What follows belongs to an exercise in optimizing a design on an open flow for small area; a production flow would make more cautious choices. The RTL was checked by simulation tests, not by an equivalence proof against the original design. Power figures rest on the tool's default switching activity, not on a simulated workload.

## willow
// writeback_regfile
module writeback_regfile #(
    parameter int unsigned DATA_WIDTH          = 32,
    parameter int unsigned ADDRESS_WIDTH       = 32,
    parameter int unsigned REG_FILE_ADDR_WIDTH = 5
) (
    input  logic                           clk,
    input  logic                           rst,
    input  logic                           regwritew,
    input  logic [2:0]                     resultsrcw,
    input  logic [DATA_WIDTH-1:0]          aluresultw,
    input  logic [DATA_WIDTH-1:0]          readdataw,
    input  logic [REG_FILE_ADDR_WIDTH-1:0] rdw,
    input  logic [DATA_WIDTH-1:0]          pcplus4w,
    input  logic [DATA_WIDTH-1:0]          immextw,
    input  logic [ADDRESS_WIDTH-1:0]       pctargetw,
    input  logic [REG_FILE_ADDR_WIDTH-1:0] rs1d,
    input  logic [REG_FILE_ADDR_WIDTH-1:0] rs2d,
    output logic [DATA_WIDTH-1:0]          rd1d,
    output logic [DATA_WIDTH-1:0]          rd2d,
    output logic [DATA_WIDTH-1:0]          resultw,
    output logic [DATA_WIDTH-1:0]          a0,
    output logic [31:0]                    retirecount
);
export LEC_CHECK = 0
export CAP_MARGIN = 20
export CORE_MARGIN = 2
export CORE_UTILIZATION = 40
export CTS_CLUSTER_DIAMETER = 80
export CTS_CLUSTER_SIZE = 20
export SLEW_MARGIN = 20
export SYNTH_HIERARCHICAL = 1
create_clock -name core_clock -period 7.0 [get_ports {clk}]
standard.sh (not shown) runs the stock make flow with config.mk's settings and CLKGATE_MAP_FILE= SYNTH_SCRIPT=/design/flow/synth_recipe.tcl, a recipe that flattens the netlist after the stock synthesis.
==> flow/flow/run.sh <==
#!/bin/bash
# The standard layout (the standard.sh, all ORFS steps through finish),
# with one change: the port buffers that global placement inserts use the
# smallest buffer, sky130_fd_sc_hd__buf_1, instead of the default choice.
# Each ORFS step's full log stays under orfs/logs/; make's own output goes
# to standard_make.log in this folder.
set -euo pipefail
bash standard.sh "BUFFER_PORTS_ARGS=-buffer_cell sky130_fd_sc_hd__buf_1" finish > standard_make.log 2>&1
willow finished end to end and its layout was clean on timing, DRC and antenna.
What amber does differently from willow at the input level:
# willow
export LEC_CHECK = 0
export CAP_MARGIN = 20
export CORE_MARGIN = 2
export CORE_UTILIZATION = 40
export CTS_CLUSTER_DIAMETER = 80
export CTS_CLUSTER_SIZE = 20
export SLEW_MARGIN = 20
export SYNTH_HIERARCHICAL = 1
create_clock -name core_clock -period 7.0 [get_ports {clk}]
# amber
export LEC_CHECK = 0
export CAP_MARGIN = 20
export CORE_MARGIN = 2
export CORE_UTILIZATION = 45
export CTS_CLUSTER_DIAMETER = 80
export CTS_CLUSTER_SIZE = 24
export SLEW_MARGIN = 20
export SYNTH_HIERARCHICAL = 1
create_clock -name core_clock -period 7.0 [get_ports {clk}]
Clock network fraction of design power (higher): willow. | fill cell instance count of the final layout | higher: willow |. Status: hold slack parity (amber, willow). Of amber and willow, it is amber that has the lower total instance count after detailed placement. Compared with willow, in amber maximum clock insertion buffer count was more or less identical; post-route fraction of the period consumed by the critical path went down 2.9 points; die footprint now sits lower. On CTS clock-pin slew for the worst setup and hold paths, amber tracks willow almost exactly. Comparing amber and willow, the higher routing usage on met3 is on amber. amber did not stop at any stage, and its layout met the timing, design-rule and antenna checks. willow finished every stage and its layout cleared the timing, design-rule and antenna checks.
The following lists how garnet was set up differently from amber:
# amber
export LEC_CHECK = 0
export CAP_MARGIN = 20
export CORE_MARGIN = 2
export CORE_UTILIZATION = 45
export CTS_CLUSTER_DIAMETER = 80
export CTS_CLUSTER_SIZE = 24
export SLEW_MARGIN = 20
export SYNTH_HIERARCHICAL = 1
create_clock -name core_clock -period 7.0 [get_ports {clk}]
# garnet
export LEC_CHECK = 0
export CAP_MARGIN = 20
export CORE_MARGIN = 2
export CORE_UTILIZATION = 40
export CTS_CLUSTER_DIAMETER = 80
export CTS_CLUSTER_SIZE = 20
export SLEW_MARGIN = 20
export SYNTH_HIERARCHICAL = 1
create_clock -name core_clock -period 7.0 [get_ports {clk}]
==> flow/run.sh (new file) <==
#!/bin/bash
# synth_recipe.tcl (not shown) runs the flow's synth.tcl, then flattens the netlist and writes it again
# the make line also repeats each setting of config.mk as NAME=value (left out here)
make -C /OpenROAD-flow-scripts/flow DESIGN_CONFIG=/design/flow/config.mk WORK_HOME=/design/flow/orfs CLKGATE_MAP_FILE= SYNTH_SCRIPT=/design/flow/synth_recipe.tcl finish
removed: flow/flow/run.sh
removed: flow/standard.sh
garnet reports a lower worst reg-to-reg path cell count than amber does.
garnet reports a higher transition time at the pin with the least slew margin than amber does.
Compared to amber, garnet has sequential power share 1.3 points lower.
In the metrics for amber and garnet, the one carrying the lower die area is amber.
Per the comparison of garnet with amber, wire length after detailed routing higher, number of vias per cell after detailed routing lower, headroom to the max-slew limit lower.
The run with more setup slack is amber; garnet has less.
garnet vs amber: total power divided by cell area down by a few percent
The final reports for garnet and amber show utilization lower in the former.
garnet vs amber — count of clock-buffer cells in the layout rose 5.

separate check: timing with driven ports:
In the flow no input, the clock included, has a driving cell. The finished layouts below were timed again as built, in two steps. Step 1 sets driving cells, clkbuf_16 on the clock port and buf_2 on the other inputs (assumed; they add their load-dependent delay and slew). Step 2 also shifts input and output timing later by t, the mid clock arrival at the registers, as if the neighbouring blocks saw the same clock. Three values: ideal, step 1, step 2; two values: the first two.
| run | t (ns) | setup WS [ns] | cell pins on the clock port's net |
|---|---|---|---|
| willow | 0.754 | 0.360 / 0.334 / 0.334 | 1 |
| amber | 0.729 | 0.565 / 0.536 / 0.536 | 1 |
| garnet | 0.778 | 0.066 / 0.040 / 0.040 | 1 |
After both steps setup and hold are still met in every run listed. For amber, which loses most, drivers alone change the setup slack by -0.029 ns; drivers and shift together by -0.029 ns.
